This is an optimization exercise on Yosys and OpenROAD, whose aim is small area and a short achievable clock period, not a production implementation. Only simulation tests tie the RTL to the original design; equivalence was not proved.

### flow/config.mk
export PLATFORM = sky130hd
export DESIGN_NAME = ycbcr_rgb_color_convert
export DESIGN_NICKNAME = ycbcr_rgb_color_convert
export VERILOG_FILES = /design/flow/design.v
export SDC_FILE = /design/flow/constraint.sdc
export NUM_CORES = 4
export LEC_CHECK = 0
export CAP_MARGIN = 20
export CORE_MARGIN = 2
export CORE_UTILIZATION = 40
export SLEW_MARGIN = 20
### flow/run.sh
#!/bin/bash
# synth_recipe.tcl (not shown) runs the flow's synth.tcl, then flattens the netlist and writes it again
# the make line also repeats each setting of config.mk as NAME=value (left out here)
make -C /OpenROAD-flow-scripts/flow DESIGN_CONFIG=/design/flow/config.mk WORK_HOME=/design/flow/orfs CLKGATE_MAP_FILE= SYNTH_SCRIPT=/design/flow/synth_recipe.tcl finish
### flow/design.v
package ycc_pkg;
	localparam int COMP_W  = 8;
	localparam int X_W     = 9;
	localparam int COEF_W  = 18;
	localparam int PROD_W  = X_W + COEF_W;
	localparam int ACC_W   = PROD_W + 1;
	localparam int FRAC_W  = 16;
	localparam int CFG_IDX_W  = 2;
	localparam int CFG_DATA_W = 9;
	localparam logic [CFG_IDX_W-1:0] REG_DIRECTION = 2'd0;
	localparam logic [CFG_IDX_W-1:0] REG_LUMA_OFS  = 2'd1;
	localparam logic [CFG_IDX_W-1:0] REG_SWAP_GB   = 2'd2;
	localparam logic DIR_YCC_TO_RGB = 1'b0;
	localparam logic DIR_RGB_TO_YCC = 1'b1;
	typedef logic signed [X_W-1:0]    x_t;
	typedef logic signed [COEF_W-1:0] coef_t;
	typedef logic signed [PROD_W-1:0] prod_t;
	typedef logic signed [ACC_W-1:0]  acc_t;
	typedef struct packed {
		logic valid;
		logic last;
		logic swap;
	} ctl_t;
	function automatic coef_t coef_of(input logic dir, input int k, input int j);
		coef_t c;
		c = '0;
		if (dir == DIR_YCC_TO_RGB) begin
			case (k * 3 + j)
				0: c = 18'sd65536;
				1: c = 18'sd0;
				2: c = 18'sd91881;
				3: c = 18'sd65536;
				4: c = -18'sd22554;
				5: c = -18'sd46820;
				6: c = 18'sd65536;
				7: c = 18'sd116130;
				default: c = 18'sd0;
			endcase
		end else begin
			case (k * 3 + j)
				0: c = 18'sd19595;
				1: c = 18'sd38470;
				2: c = 18'sd7471;
				3: c = -18'sd11056;
				4: c = -18'sd21712;
				5: c = 18'sd32768;
				6: c = 18'sd32768;
				7: c = -18'sd27440;
				default: c = -18'sd5328;
			endcase
		end
		coef_of = c;
	endfunction
	function automatic acc_t base_of(input logic dir, input int k);
		if (dir == DIR_RGB_TO_YCC && k != 0)
			base_of = 28'sd8388608;
		else
			base_of = 28'sd0;
	endfunction
endpackage
import ycc_pkg::*;
module ycc_sat
(
	input  logic              clk,
	input  logic              arst_n,
	input  ycc_pkg::ctl_t              ctl_s3,
	input  logic [2:0][ACC_W-1:0] acc_s3,
	output logic              done,
	output logic              last_pixel,
	output logic [COMP_W-1:0] out0,
	output logic [COMP_W-1:0] out1,
	output logic [COMP_W-1:0] out2
);
	logic [2:0][COMP_W-1:0] sat;
	always_comb begin
		for (int k = 0; k < 3; k++) begin
			if (acc_s3[k][ACC_W-1]) begin
				sat[k] = '0;
			end else if (|acc_s3[k][ACC_W-2:FRAC_W+COMP_W]) begin
				sat[k] = '1;
			end else begin
				sat[k] = acc_s3[k][FRAC_W+COMP_W-1:FRAC_W];
			end
		end
	end
	always_ff @(posedge clk or negedge arst_n) begin
		if (!arst_n) begin
			done <= 1'b0;
		end else begin
			done <= ctl_s3.valid;
		end
	end
	always_ff @(posedge clk) begin
		last_pixel <= ctl_s3.last;
		out0       <= sat[0];
		out1       <= ctl_s3.swap ? sat[2] : sat[1];
		out2       <= ctl_s3.swap ? sat[1] : sat[2];
	end
endmodule
import ycc_pkg::*;
module ycc_mac
(
	input  logic                  clk,
	input  logic                  arst_n,
	input  ycc_pkg::ctl_t                  ctl_s1,
	input  logic                  dir_s1,
	input  logic [2:0][X_W-1:0]   x_s1,
	output ycc_pkg::ctl_t                  ctl_s3,
	output logic [2:0][ACC_W-1:0] acc_s3
);
	ycc_pkg::ctl_t  ctl_s2;
	logic  dir_s2;
	logic [8:0][PROD_W-1:0] prod_s2;
	always_ff @(posedge clk or negedge arst_n) begin
		if (!arst_n) begin
			ctl_s2 <= '0;
			ctl_s3 <= '0;
		end else begin
			ctl_s2 <= ctl_s1;
			ctl_s3 <= ctl_s2;
		end
	end
	always_ff @(posedge clk) begin
		dir_s2 <= dir_s1;
		for (int k = 0; k < 3; k++) begin
			for (int j = 0; j < 3; j++) begin
				prod_s2[k*3+j] <= PROD_W'(ycc_pkg::coef_of(dir_s1, k, j)) * PROD_W'($signed(x_s1[j]));
			end
		end
	end
	always_ff @(posedge clk) begin
		for (int k = 0; k < 3; k++) begin
			acc_s3[k] <= ycc_pkg::base_of(dir_s2, k) + ACC_W'($signed(prod_s2[k*3]))
				+ ACC_W'($signed(prod_s2[k*3+1])) + ACC_W'($signed(prod_s2[k*3+2]));
		end
	end
endmodule
import ycc_pkg::*;
module ycbcr_rgb_color_convert
(
	input  logic                  clk,
	input  logic                  arst_n,
	input  logic                  start,
	output logic                  busy,
	input  logic [COMP_W-1:0]     comp0,
	input  logic [COMP_W-1:0]     comp1,
	input  logic [COMP_W-1:0]     comp2,
	input  logic                  frame_end,
	output logic                  done,
	output logic [COMP_W-1:0]     out0,
	output logic [COMP_W-1:0]     out1,
	output logic [COMP_W-1:0]     out2,
	output logic                  last_pixel,
	input  logic                  cfg_wr_en,
	input  logic [CFG_IDX_W-1:0]  cfg_index,
	input  logic [CFG_DATA_W-1:0] cfg_data
);
	logic                   direction_q;
	logic signed [X_W-1:0]  luma_offset_q;
	logic                   swap_q;
	logic signed [X_W:0]    y_sum;
	logic [COMP_W-1:0]      y_clamp;
	logic [2:0][X_W-1:0]    x_in;
	ycc_pkg::ctl_t ctl_s1;
	logic dir_s1;
	logic [2:0][X_W-1:0] x_s1;
	ycc_pkg::ctl_t ctl_s3;
	logic [2:0][ACC_W-1:0] acc_s3;
	assign busy = 1'b0;
	always_ff @(posedge clk or negedge arst_n) begin
		if (!arst_n) begin
			direction_q   <= DIR_YCC_TO_RGB;
			luma_offset_q <= '0;
			swap_q        <= 1'b0;
		end else if (cfg_wr_en) begin
			case (cfg_index)
				REG_DIRECTION: direction_q   <= cfg_data[0];
				REG_LUMA_OFS:  luma_offset_q <= cfg_data;
				REG_SWAP_GB:   swap_q        <= cfg_data[0];
				default: ;
			endcase
		end
	end
	always_comb begin
		y_sum = $signed({2'b00, comp0}) + {luma_offset_q[X_W-1], luma_offset_q};
		if (y_sum[X_W]) begin
			y_clamp = '0;
		end else if (y_sum[X_W-1]) begin
			y_clamp = '1;
		end else begin
			y_clamp = y_sum[COMP_W-1:0];
		end
		if (direction_q == DIR_RGB_TO_YCC) begin
			x_in[0] = {1'b0, comp0};
			x_in[1] = {1'b0, comp1};
			x_in[2] = {1'b0, comp2};
		end else begin
			x_in[0] = {1'b0, y_clamp};
			x_in[1] = {~comp1[COMP_W-1], ~comp1[COMP_W-1], comp1[COMP_W-2:0]};
			x_in[2] = {~comp2[COMP_W-1], ~comp2[COMP_W-1], comp2[COMP_W-2:0]};
		end
	end
	always_ff @(posedge clk or negedge arst_n) begin
		if (!arst_n) begin
			ctl_s1 <= '0;
		end else begin
			ctl_s1.valid <= start;
			ctl_s1.last  <= frame_end;
			ctl_s1.swap  <= swap_q & (direction_q == DIR_YCC_TO_RGB);
		end
	end
	always_ff @(posedge clk) begin
		dir_s1 <= direction_q;
		for (int j = 0; j < 3; j++) begin
			x_s1[j] <= x_in[j];
		end
	end
	ycc_mac u_mac (
		.clk    (clk),
		.arst_n (arst_n),
		.ctl_s1 (ctl_s1),
		.dir_s1 (dir_s1),
		.x_s1   (x_s1),
		.ctl_s3 (ctl_s3),
		.acc_s3 (acc_s3)
	);
	ycc_sat u_sat (
		.clk        (clk),
		.arst_n     (arst_n),
		.ctl_s3     (ctl_s3),
		.acc_s3     (acc_s3),
		.done       (done),
		.last_pixel (last_pixel),
		.out0       (out0),
		.out1       (out1),
		.out2       (out2)
	);
endmodule
### flow/constraint.sdc
create_clock -name core_clock -period 6.5 [get_ports {clk}]
set_input_delay 1.3000 -clock core_clock [delete_from_list [all_inputs] [get_ports {clk}]]
set_output_delay 1.3000 -clock core_clock [all_outputs]
set_load 0.01 [all_outputs]
==> results.txt <==
per-layer routing:
metal,global-route usage [%],part of all wire (%),up-vias
met5,0,0.016,-
met4,7.81,4.4,2
li1,-,-,11200
met1,25.5,46,11100
met3,3.68,5.2,148
met2,30.9,45,422
placed cells by master (no fill, tap or decap), drive strengths merged, types with 18 or more instances in the layout:
master and instances:
a21o 41, o21ai 91, nand3 32, dfxtp 293
xnor2 178, o21a 29, inv 676, nor2b 26
ha 707, nand2 129, dfrtp 21, clkdlybuf4s50 65
fa 470, o21bai 18, clkbuf 52, buf 41
xor2 41, nor3 40, nor2 187, a31oi 18
conb 33, mux2 27, nand2b 24, a21oi 119
through the flow:
step | util (%) | std cells
2_1_floorplan | - | 3416
3_3_place_gp | 43.3 | 4623
3_5_place_dp | 43.3 | 4623
4_1_cts | 44.8 | 4697
5_1_grt | 44.9 | 4697
6_report | 44.9 | 4697
worst register-to-register path: stages, from the launching register on:
cell      delay [ps]
dfxtp_1          520
nor2b_1          630
fa_1             570
fa_1             540
fa_1             450
fa_1             590
fa_1             430
ha_1             340
o21ai_0          240
o21ai_1          140
a311oi_1         380
o21ai_1          130
a31oi_1          260
nor2b_1           80
o21a_1           180
o41ai_1          310
xnor2_1          160
area by class of cell:
class,instances,area [sq um]
sequential,314,6390
clock inverter,22,243
fill,8257,47100
tap,1144,1430
clock buffer,52,1110
timing repair buffer,106,971
multi-input combinational,2389,25600
inverter,670,2510
flip-flops by register name (all words and copies together) (netlist names), 3 cells and up:
| name | count |
|---|---|
| u_mac.prod_s2 | 204 |
| u_mac.acc_s3 | 36 |
| x_s1 | 26 |
| luma_offset_q | 9 |
| u_sat.out0 | 8 |
| u_sat.out1 | 8 |
| u_sat.out2 | 8 |
| ctl_s1 | 3 |
| u_mac.ctl_s2 | 3 |
| u_mac.ctl_s3 | 3 |
logic make-up after synthesis:
group	count (synthesis)
multiplexers	28
buffers and inverters	713
adder cells (fa/ha/maj)	1177
AO/OA/AOI/OAI	405
XOR/XNOR	219
other	2
AND/OR/NAND/NOR	527
flip-flops	314
final timing paths:
check                                                    end  depth (start not counted)                      start  slack (ps)
worst max-delay path               u_mac.prod_s2[79]$_DFF_P_                         16           x_s1[20]$_DFF_P_         480
worst min-delay path                u_sat.last_pixel$_DFF_P_                          0  u_mac.ctl_s3[1]$_DFF_PN0_         340
worst max register to register     u_mac.prod_s2[79]$_DFF_P_                         16           x_s1[20]$_DFF_P_         480
worst min register to register      u_sat.last_pixel$_DFF_P_                          0  u_mac.ctl_s3[1]$_DFF_PN0_         340
max in group asynchronous       luma_offset_q[0]$_DFFE_PN0P_                          1                     arst_n        4720
min in group asynchronous       luma_offset_q[4]$_DFFE_PN0P_                          1                     arst_n        1220
==> results_dict.tcl <==
set metrics [dict create \
    status "complete, no violations" \
    initialDrtViolationCount 1003 \
    vias 22900 \
    syn-mean-instance-area_sq_um 10.2 \
    nets 4739 \
    pre_cts_slack_ps 466 \
    synth-seq-cells 314 \
    clock-root-buffer "clkbuf_16" \
    ant_nets 0 \
    fp.dieW_microns 298 \
    htree_levels 2 \
    dpl.hpwl_microns 72600 \
    routed_wl_microns 83000 \
    cts_tree "done" \
    first_global_vias 24500 \
    netlist_instances 3385 \
    synthXorXnorAreaFrac_pct 5.54 \
    fin_area_sq_um 38300 \
    crit_slowest_cell "nor2b_1" \
    grt_max_degree 22 \
    antenna_found_initial 4 \
    max_slew_margin_pct 34.8 \
    holdWs_ps 341 \
    synthArstFlopShare_pct 6.69 \
    rsz0062_at_grt "no" \
    critical_path_required_ps 7000 \
    worst_setup_path_end_kind "flip-flop" \
    ys_seq_area_share_pct 18.5 \
    worstPathBufferInverterCount 0 \
    synth.distinct_cells 75 \
    hp-class "flip-flop to flip-flop" \
    synth_common_cells "707 x ha_1, 668 x inv_1, 470 x fa_1, 293 x dfxtp_1, 187 x nor2_1" \
    setup_ws_ps 485 \
    synthAdderAreaFrac_pct 52.8 \
    cp_cell_sequence "nor2b_1, fa_1, fa_1, fa_1, fa_1, fa_1, ha_1, o21ai_0, o21ai_1, a311oi_1, o21ai_1, a31oi_1, nor2b_1, o21a_1, o41ai_1, xnor2_1" \
    tightest_slew_ps 954 \
    antenna_cells 0 \
    cts_inserted_buffers 41 \
    ys_top_cells_by_area "fa_1 27%, ha_1 26%, dfxtp_1 17%" \
    ctsHoldBuffers 0 \
    synth-warning-count 3 \
    drv_cap 0 \
    die_h_microns 298 \
    synth_compound_area_share_pct 7.47 \
    crit_top_cell "fa_1" \
    setup_viol 0 \
    synth_area_sq_um 34600 \
    track_usage_pct 19.3 \
    rows 107 \
    crit_family "adder cells" \
    hold_viol 0 \
    path_max_fanout 5 \
    clk_latency_ps 600 \
    port_buffers 65 \
    critPathLaunchType "flip-flop" \
    post-synth-top-count-cell "ha_1" \
    cts_sinks 314 \
    synth_top_family_by_area "adder cells" \
    core_area_sq_um 85400 \
    drc 0 \
    crit_type "flip-flop to flip-flop" \
    synth_ff_type "dfxtp_1" \
    grt.overflow.total 0 \
    dr.pass1.iters 5 \
    clkTransAtPathRegs_ps 60 \
    die_area_sq_um 88900 \
    max_stage_delay_ps 620 \
    synth_top_area_cell "fa_1" \
    fmax_ghz 0.166 \
    fin_crit_sh_pct 92.5 \
    synthToLayoutAreaGrowth_pct 10.7 \
    ctsResizeCount 0 \
    ios 67 \
    synth_enable_flop_cells 0 \
    drive_gt1_share_pct 4.59 \
    skew_ps 37.3 \
    drt-wirelength-per-cell_microns 17.7 \
    via_per_inst 4.88 \
    synth.top_cell.area_share_pct 27.2 \
    muxShareOfSynthArea_pct 0.908 \
    worstPathArrival_ps 6510 \
    finalMaxSlewViolations 0 \
    yosys.area_share.simple_pct 7.08 \
    setup_tns_ps 0 \
    grt_pass1_wl_microns 133000 \
    gp_congestion 0.947 \
    clock_path_buffers 3 \
    post_cts_buffers 0 \
    final.min_clock_period_ps 6020 \
    initial_core_util_pct 40.5 \
    placed_area_sq_um 37000 \
]

-- separate check: timing with driven ports --
In the flow no input, the clock included, has a driving cell. The finished layout below was timed again as built, in two steps.
Step 1 sets driving cells, clkbuf_16 on the clock port and buf_2 on the other inputs (assumed; they add their load-dependent delay and slew).
Step 2, shift: input delay + t, output delay - t, t = (earliest + latest rising clock arrival at the registers) / 2. This alone moves slack from input paths to output paths.
Three values: no drivers, after step 1, after step 2; two values: the first two.
t, ns: 0.637
setup slack, ns: 0.485 / 0.485 / 0.485
worst setup path after step 2: register to register
latest minus earliest clock arrival (ns): 0.037 / 0.037
worst slew at a driven data input, ns: 0.04
After both steps this run still meets setup and hold. For this run, drivers alone change the setup slack by 0.000 ns; drivers and shift together by 0.000 ns.
